Context: an optimization exercise on an open-source flow, tuned for small area, a short achievable clock period and few clock cycles per item. The choices shown serve that exercise and are no tape-out recipe. The RTL was checked by simulation tests, not by an equivalence proof against the original design. Power figures rest on the tool's default switching activity, not on a simulated workload.

===== flow/run.sh =====
#!/bin/bash
# synth_recipe.tcl (not shown) runs the flow's synth.tcl, then flattens the netlist and writes it again
# the make line also repeats each setting of config.mk as NAME=value (left out here)
make -C /OpenROAD-flow-scripts/flow DESIGN_CONFIG=/design/flow/config.mk WORK_HOME=/design/flow/orfs CLKGATE_MAP_FILE= SYNTH_SCRIPT=/design/flow/synth_recipe.tcl finish

===== flow/config.mk =====
export PLATFORM = sky130hd
export DESIGN_NAME = word_frequency_table
export DESIGN_NICKNAME = word_frequency_table
export VERILOG_FILES = /design/flow/design.v
export SDC_FILE = /design/flow/constraint.sdc
export NUM_CORES = 4
export LEC_CHECK = 0
export CAP_MARGIN = 20
export CORE_MARGIN = 2
export CORE_UTILIZATION = 40
export SLEW_MARGIN = 20

===== flow/constraint.sdc =====
create_clock -name core_clock -period 6.5 [get_ports {clk}]
set_input_delay 1.3000 -clock core_clock [delete_from_list [all_inputs] [get_ports {clk}]]
set_output_delay 1.3000 -clock core_clock [all_outputs]
set_load 0.01 [all_outputs]

===== flow/design.v =====
package wft_pkg;
  localparam int ENTRIES  = 16;
  localparam int WORD_LEN = 32;
  localparam int CHAR_W  = 8;
  localparam int CODE_W  = 5;
  localparam int SLOT_W  = 4;
  localparam int FREQ_W  = 16;
  localparam int ENTRY_W = (ENTRIES > 1) ? $clog2(ENTRIES) : 1;
  localparam int USED_W  = $clog2(ENTRIES + 1);
  localparam int POS_W   = $clog2(WORD_LEN + 2);
  localparam int ADDR_W  = $clog2(WORD_LEN);
  localparam int LEN_W   = $clog2(WORD_LEN + 1);
  localparam logic [FREQ_W-1:0] FREQ_MAX = '1;
  localparam logic KIND_LETTER = 1'b0;
  localparam logic KIND_FINISH = 1'b1;
  typedef struct packed {
    logic              valid;
    logic              kind;
    logic [CODE_W-1:0] code;
    logic [ADDR_W-1:0] addr;
    logic [LEN_W-1:0]  len;
    logic              trunc;
  } stage_t;
  typedef struct packed {
    logic              en;
    logic [ADDR_W-1:0] addr;
  } rd_req_t;
endpackage
module wft_ram #(
  parameter int WIDTH = 8,
  parameter int DEPTH = 32
) (
  input  logic                     clk,
  input  logic                     wr_en,
  input  logic [$clog2(DEPTH)-1:0] wr_addr,
  input  logic [WIDTH-1:0]         wr_data,
  input  logic                     rd_en,
  input  logic [$clog2(DEPTH)-1:0] rd_addr,
  output logic [WIDTH-1:0]         rd_data
);
  logic [WIDTH-1:0] mem [DEPTH];
  always_ff @(posedge clk) begin
    if (wr_en) begin
      mem[wr_addr] <= wr_data;
    end
    if (rd_en) begin
      rd_data <= mem[rd_addr];
    end
  end
endmodule
module wft_front (
  input  logic             clk,
  input  logic             rst,
  input  logic                       chars_valid,
  output logic                       chars_ready,
  input  logic [wft_pkg::CHAR_W-1:0] chars_char_in,
  input  logic             advance,
  output wft_pkg::stage_t  stage,
  output wft_pkg::rd_req_t rd_req
);
  localparam logic [wft_pkg::CHAR_W-1:0] UPPER_A = 8'h41;
  localparam logic [wft_pkg::CHAR_W-1:0] UPPER_Z = 8'h5A;
  localparam logic [wft_pkg::CHAR_W-1:0] LOWER_A = 8'h61;
  localparam logic [wft_pkg::CHAR_W-1:0] LOWER_Z = 8'h7A;
  logic                       accept;
  logic                       is_upper;
  logic                       is_lower;
  logic                       is_letter;
  logic                       room;
  logic                       trunc;
  logic [wft_pkg::CHAR_W-1:0] diff;
  logic [wft_pkg::POS_W-1:0]  pos;
  logic [wft_pkg::POS_W-1:0]  pos_next;
  wft_pkg::stage_t            item_next;
  assign chars_ready = advance;
  assign accept      = chars_valid && advance;
  assign is_upper  = (chars_char_in >= UPPER_A) && (chars_char_in <= UPPER_Z);
  assign is_lower  = (chars_char_in >= LOWER_A) && (chars_char_in <= LOWER_Z);
  assign is_letter = is_upper || is_lower;
  assign diff      = is_upper ? (chars_char_in - UPPER_A) : (chars_char_in - LOWER_A);
  assign room      = pos < wft_pkg::POS_W'(wft_pkg::WORD_LEN);
  assign trunc     = pos > wft_pkg::POS_W'(wft_pkg::WORD_LEN);
  assign rd_req.en   = accept && is_letter && room;
  assign rd_req.addr = pos[wft_pkg::ADDR_W-1:0];
  always_comb begin
    item_next.valid = accept && ((is_letter && room) || (!is_letter && (pos != '0)));
    item_next.kind  = is_letter ? wft_pkg::KIND_LETTER : wft_pkg::KIND_FINISH;
    item_next.code  = diff[wft_pkg::CODE_W-1:0];
    item_next.addr  = pos[wft_pkg::ADDR_W-1:0];
    item_next.len   = trunc ? wft_pkg::LEN_W'(wft_pkg::WORD_LEN) : pos[wft_pkg::LEN_W-1:0];
    item_next.trunc = trunc;
    pos_next = pos;
    if (accept) begin
      if (!is_letter) begin
        pos_next = '0;
      end else if (room) begin
        pos_next = pos + wft_pkg::POS_W'(1);
      end else begin
        pos_next = wft_pkg::POS_W'(wft_pkg::WORD_LEN + 1);
      end
    end
  end
  always_ff @(posedge clk) begin
    if (rst) begin
      pos         <= '0;
      stage.valid <= 1'b0;
    end else begin
      pos <= pos_next;
      if (advance) begin
        stage <= item_next;
      end
    end
  end
endmodule
module wft_table (
  input  logic             clk,
  input  logic             rst,
  input  wft_pkg::stage_t  stage,
  input  wft_pkg::rd_req_t rd_req,
  output logic             advance,
  output logic                       results_valid,
  input  logic                       results_ready,
  output logic [wft_pkg::SLOT_W-1:0] results_slot,
  output logic [wft_pkg::FREQ_W-1:0] results_frequency,
  output logic                       results_is_new,
  output logic                       results_dropped,
  output logic                       results_truncated,
  output logic                       results_too_many
);
  logic [wft_pkg::CODE_W-1:0]  rd_code [wft_pkg::ENTRIES];
  logic [wft_pkg::LEN_W-1:0]   len_tab [wft_pkg::ENTRIES];
  logic [wft_pkg::FREQ_W-1:0]  cnt_tab [wft_pkg::ENTRIES];
  logic [wft_pkg::ENTRIES-1:0] match;
  logic [wft_pkg::ENTRIES-1:0] match_next;
  logic [wft_pkg::ENTRIES-1:0] hit;
  logic [wft_pkg::ENTRIES-1:0] wr_en;
  logic [wft_pkg::USED_W-1:0]  used;
  logic                        overflow;
  logic                        is_letter;
  logic                        fire;
  logic                        found;
  logic                        has_room;
  logic [wft_pkg::ENTRY_W-1:0] found_slot;
  logic [wft_pkg::ENTRY_W-1:0] new_slot;
  logic [wft_pkg::FREQ_W-1:0]  cnt_cur;
  logic [wft_pkg::FREQ_W-1:0]  cnt_inc;
  logic                        res_valid;
  logic [wft_pkg::SLOT_W-1:0]  res_slot;
  logic [wft_pkg::FREQ_W-1:0]  res_freq;
  logic                        res_new;
  logic                        res_dropped;
  logic                        res_trunc;
  logic                        res_too_many;
  for (genvar g = 0; g < wft_pkg::ENTRIES; g++) begin : g_bank
    assign wr_en[g] = is_letter && (used == wft_pkg::USED_W'(g));
    wft_ram #(
      .WIDTH (wft_pkg::CODE_W),
      .DEPTH (wft_pkg::WORD_LEN)
    ) u_bank (
      .clk     (clk),
      .wr_en   (wr_en[g]),
      .wr_addr (stage.addr),
      .wr_data (stage.code),
      .rd_en   (rd_req.en),
      .rd_addr (rd_req.addr),
      .rd_data (rd_code[g])
    );
  end
  assign is_letter = stage.valid && (stage.kind == wft_pkg::KIND_LETTER);
  assign advance   = !(stage.valid && (stage.kind == wft_pkg::KIND_FINISH) &&
                       res_valid && !results_ready);
  assign fire      = stage.valid && (stage.kind == wft_pkg::KIND_FINISH) && advance;
  assign has_room  = used < wft_pkg::USED_W'(wft_pkg::ENTRIES);
  assign new_slot  = used[wft_pkg::ENTRY_W-1:0];
  always_comb begin
    for (int e = 0; e < wft_pkg::ENTRIES; e++) begin
      match_next[e] = match[e];
      if (wft_pkg::USED_W'(e) < used) begin
        if (!((wft_pkg::LEN_W'(stage.addr) < len_tab[e]) && (rd_code[e] == stage.code))) begin
          match_next[e] = 1'b0;
        end
      end
      hit[e] = (wft_pkg::USED_W'(e) < used) && match[e] && (len_tab[e] == stage.len);
    end
    found      = 1'b0;
    found_slot = '0;
    for (int e = wft_pkg::ENTRIES - 1; e >= 0; e--) begin
      if (hit[e]) begin
        found      = 1'b1;
        found_slot = wft_pkg::ENTRY_W'(e);
      end
    end
    cnt_cur = cnt_tab[found_slot];
    cnt_inc = (cnt_cur == wft_pkg::FREQ_MAX) ? cnt_cur : cnt_cur + wft_pkg::FREQ_W'(1);
  end
  always_ff @(posedge clk) begin
    if (fire) begin
      if (found) begin
        cnt_tab[found_slot] <= cnt_inc;
      end else if (has_room) begin
        cnt_tab[new_slot] <= wft_pkg::FREQ_W'(1);
        len_tab[new_slot] <= stage.len;
      end
    end
  end
  always_ff @(posedge clk) begin
    if (rst) begin
      match     <= '1;
      used      <= '0;
      overflow  <= 1'b0;
      res_valid <= 1'b0;
    end else begin
      if (is_letter) begin
        match <= match_next;
      end
      if (fire) begin
        match        <= '1;
        res_valid    <= 1'b1;
        res_trunc    <= stage.trunc;
        res_new      <= 1'b0;
        res_dropped  <= 1'b0;
        res_too_many <= overflow;
        if (found) begin
          res_slot <= wft_pkg::SLOT_W'(found_slot);
          res_freq <= cnt_inc;
        end else if (has_room) begin
          res_slot <= wft_pkg::SLOT_W'(new_slot);
          res_freq <= wft_pkg::FREQ_W'(1);
          res_new  <= 1'b1;
          used     <= used + wft_pkg::USED_W'(1);
        end else begin
          res_slot     <= '0;
          res_freq     <= '0;
          res_dropped  <= 1'b1;
          res_too_many <= 1'b1;
          overflow     <= 1'b1;
        end
      end else if (results_ready) begin
        res_valid <= 1'b0;
      end
    end
  end
  assign results_valid     = res_valid;
  assign results_slot      = res_slot;
  assign results_frequency = res_freq;
  assign results_is_new    = res_new;
  assign results_dropped   = res_dropped;
  assign results_truncated = res_trunc;
  assign results_too_many  = res_too_many;
endmodule
module word_frequency_table (
  input  logic         clk,
  input  logic         rst,
  input  logic        chars_valid,
  output logic        chars_ready,
  input  logic [7:0]  chars_char_in,
  output logic        results_valid,
  input  logic        results_ready,
  output logic [3:0]  results_slot,
  output logic [15:0] results_frequency,
  output logic        results_is_new,
  output logic        results_dropped,
  output logic        results_truncated,
  output logic        results_too_many
);
  wft_pkg::stage_t  stage;
  wft_pkg::rd_req_t rd_req;
  logic             advance;
  wft_front u_front (
    .clk     (clk),
    .rst     (rst),
    .chars_valid   (chars_valid),
    .chars_ready   (chars_ready),
    .chars_char_in (chars_char_in),
    .advance (advance),
    .stage   (stage),
    .rd_req  (rd_req)
  );
  wft_table u_table (
    .clk     (clk),
    .rst     (rst),
    .stage   (stage),
    .rd_req  (rd_req),
    .advance (advance),
    .results_valid     (results_valid),
    .results_ready     (results_ready),
    .results_slot      (results_slot),
    .results_frequency (results_frequency),
    .results_is_new    (results_is_new),
    .results_dropped   (results_dropped),
    .results_truncated (results_truncated),
    .results_too_many  (results_too_many)
  );
endmodule

==> notes.md <==
==> per-stage QoR <==
stage | setup TNS [ps] | setup slack (ps) | hold WS, ps
5_1_grt | 0 | 292.8 | 445.5
4_1_cts | 0 | 265.7 | 430.2
6_report | 0 | 743.7 | 427.0
2_1_floorplan | -2856170 | -1109 | 400.3
3_3_place_gp | 0 | 681.4 | 413.4
3_5_place_dp | 0 | 370.8 | 413.5
==> per-layer routing <==
layer | track usage, % | vias to the layer above
met3 | 3.974 | 423
met4 | 5.455 | 0
li1 | - | 25060
met1 | 27.56 | 31900
met2 | 29.41 | 2410
met5 | 0 | -
==> cell families after synthesis <==
family	after synthesis	share of synthesized area (%)
adder cells (fa/ha/maj)	74	0.7559
AO/OA/AOI/OAI	250	1.359
multiplexers	986	16.32
AND/OR/NAND/NOR	1069	3.910
XOR/XNOR	183	1.308
buffers and inverters	429	1.483
flip-flops	3064	74.87
==> synth_stat cells (5+ instances only) <==
cell       count
nor3_1        35
dfxtp_1       30
nor4_1        30
nor2b_1       26
or3_1         10
o2111ai_1      5
xnor2_1      116
and2_1         7
buf_4          7
nand2b_1      44
inv_1         78
buf_2          8
mux4_2       800
nor2_1       621
mux2_2        86
nand4_1       19
a211oi_1       6
a211oi_2       5
a21oi_1       79
mux2i_1      100
nand2_1      154
o31ai_1       14
o211ai_1       7
or4_1         12
o21ai_0       42
clkbuf_1     273
o22a_1        12
and3_1        11
nand3_1       61
buf_6         14
ha_1          74
o22ai_1       30
xor2_1        67
buf_1         45
edfxtp_1    3034
==> final timing paths <==
path / from / end / slack (ps) / cells after the start
setup reg to reg: u_table.used[2]$_SDFFE_PP0P_ / u_table.cnt_tab[12][0]$_DFFE_PP_ / 740 / 15
hold reg to reg: u_front.stage[0]$_DFFE_PP_ / u_table.res_trunc$_DFFE_PP_ / 430 / 0
setup / recovery: u_table.used[2]$_SDFFE_PP0P_ / u_table.cnt_tab[12][0]$_DFFE_PP_ / 740 / 15
hold / removal: u_front.stage[0]$_DFFE_PP_ / u_table.res_trunc$_DFFE_PP_ / 430 / 0
==> power by group through the flow <==
stage	registers, mW	clock network [mW]	logic [mW]
floorplan	22.6	0	0.453
global placement	22.2	0	1.02
detailed placement	22.2	0	1.05
CTS	21.8	18.3	1.05
global route	21.8	19.0	1.13
finish	21.8	17.9	1.04
==> state kept, by name, summed over array words and instances, names as in the netlist, 4 cells and up <==
name,flops
u_front.stage,19
u_front.pos,6
u_table.g_bank.u_bank.mem,2560
u_table.g_bank.u_bank.rd_data,80
u_table.res_freq,16
u_table.len_tab,96
u_table.match,16
u_table.used,5
u_table.res_slot,4
u_table.cnt_tab,256
==> cell type report <==
class | instances | area share [%]
Clock inverter | 162 | 0.9854
Inverter | 78 | 0.2146
Sequential cell | 3064 | 66.09
Tap cell | 4100 | 3.696
Antenna cell | 6 | 0.01082
Clock buffer | 418 | 6.386
Timing Repair Buffer | 231 | 1.558
Multi-Input combinational cell | 2562 | 21.06
==> worst register-to-register path, cell delays in order (launching register included) <==
cell,delay (ps)
dfxtp_1,490
or2_0,400
nor3_2,120
nor4_2,500
a211o_1,470
a21bo_2,310
o21ai_0,850
a21oi_1,100
nor4_1,400
o311ai_2,250
ha_1,300
nand3_1,200
nor4_4,60
buf_4,180
and3_1,190
or3_1,570
==> flow_summary.toml <==
[setup_path]
required_ps = 7090
startpoint_type = "flop"
critPathMaxStageDelay_ps = 850
critical_path_arrival_ps = 6350
worstPathMaxFanout = 16
crit_buf_inv = 1
critical_path_class = "flop to flop"
cp_slowest_cell = "o21ai_0"
end_kind = "flop"
crit_chain = "or2_0, nor3_2, nor4_2, a211o_1, a21bo_2, o21ai_0, a21oi_1, nor4_1, o311ai_2, ha_1, nand3_1, nor4_4, buf_4, and3_1, or3_1"
crit_family = "simple AND/OR/NAND/NOR gates"

[cells_and_area]
layout.nets = 6358
area_growth_pct = 13.30
post-route-util_pct = 45.46
layout_common_cells = "edfxtp_1, mux4_2, nor2_1"
final_common_cell = "edfxtp_1"
fin_cells = 10620
fill_cells = 25570
drive_gt1_share_pct = 24.59
seqCellArea_sq_um = 91730
final_cell_area_sq_um = 138800
multi_input_area_sq_um = 29230

[logic_synthesis]
syn-num-nets = 6141
yosysSeqAreaShare_pct = 74.87
synth_area_sq_um = 122500
synth-edff-count = 3034
ys_ff_latch = 3064
synth_ff_type = "edfxtp_1"
ys_async_sr_fraction_pct = 0
ys_types = 80
synth_top_area_share_pct = 74.38
syn_inst = 6055
syn_avg_cell_area_sq_um = 20.23
yosys_warnings = 4
yosysTopAreaCell = "edfxtp_1"
synth_top_cells_by_area = "edfxtp_1, mux4_2, nor2_1"

[floorplanning]
die-area_sq_um = 310700
io_pins = 38
dieWidth_um = 557.4
initial_utilization_pct = 40.12
chipHeight_um = 557.4
fp-row-count = 203
coreArea_sq_um = 305300

[power_and_ir_drop]
swShare_pct = 20.00
leakage_nw = 41.59
seqPwrFrac_pct = 53.5
comb_power_share_pct = 2.5
internal-power_mw = 32.65
p_per_area_nw_per_um2 = 294.1
switching_power_mw = 8.164
p_clk_share_pct = 44.0
p_total_mw = 40.81
vdd_ir_drop_max_uv = 298.9

[routing]
wl_per_cell_um = 28.04
met1_length_um = 126800
dr.pass1.iters = 5
top_layer = "met4"
drc = 0
antenna_left = 0
drt_wl_total_um = 297800
dr_total_vias = 59800
wl_met2_um = 138700
vias_per_cell = 5.630
drtIter0Drc = 7090
dr_wl_met3_um = 24540

[sta]
fin_crit_sh_pct = 88.56
min_period_ps = 5756
setup_viol = 0
hold_viol = 0
rsz0062_at_grt = "false"
skew_ps = 40.10
fmax_ghz = 0.1737
tightest_slew_ps = 1125
report.final.slew_viol_count = 0
slew_headroom_pct = 24.85

[placed_design]
routabilityCongestion = 0.8646
placed_area_sq_um = 128500
dp_cells = 10030
hpwl_um = 171700
io_buffers = 37

[clocking]
clk_latency_ps = 950
post_cts_buffers = 0
cts_resized = 0
clock_sinks = 3064
cts_made_buffers = 335
htreeDepth = 5
cts_root_buf = "clkbuf_16"
clockBufferDepth = 4
clk_pin_slew_ps = 60
hold_buffers = 0
cts_tree = "done"

[global_routing]
first_global_vias = 60830
grt_overflow_total = 0
antenna_found_initial = 17
grt_use_total_pct = 19.11
grt_pass1_wl_um = 433000
grt_max_degree = 179

[run_status]
status = "finished clean"

[min_path]
min-delay-path-class = "flop to flop"

[run]
maxCapViolations = 0
Testbench counts, summed over its fixed seeds: cycles 32,014, items 32,000.

## port drivers added, routing unchanged
The flow's constraints put no driver on any port. The routed layout listed below was extracted and timed again, unchanged, in two steps. Step 1 (the two cells are an assumption about what drives the block):
set clk [get_ports {clk}]
set_driving_cell -lib_cell sky130_fd_sc_hd__clkbuf_16 $clk
set_driving_cell -lib_cell sky130_fd_sc_hd__buf_2 [delete_from_list [all_inputs] $clk]
Step 2 also shifts input and output timing later by t, the mid clock arrival at the registers, as if the neighbouring blocks saw the same clock. a / b / c = ideal ports / drivers / drivers and shift; a / b = the first two.
shift t [ns]: 1.024
slack for setup (ns): 0.744 / 0.744 / 0.744
hold slack, ns: 0.427 / 0.427 / 0.427
cell pins on the clock port's net: 1
After both steps setup and hold are still met in this run. For this run, drivers alone change the setup slack by 0.000 ns; drivers and shift together by 0.000 ns.
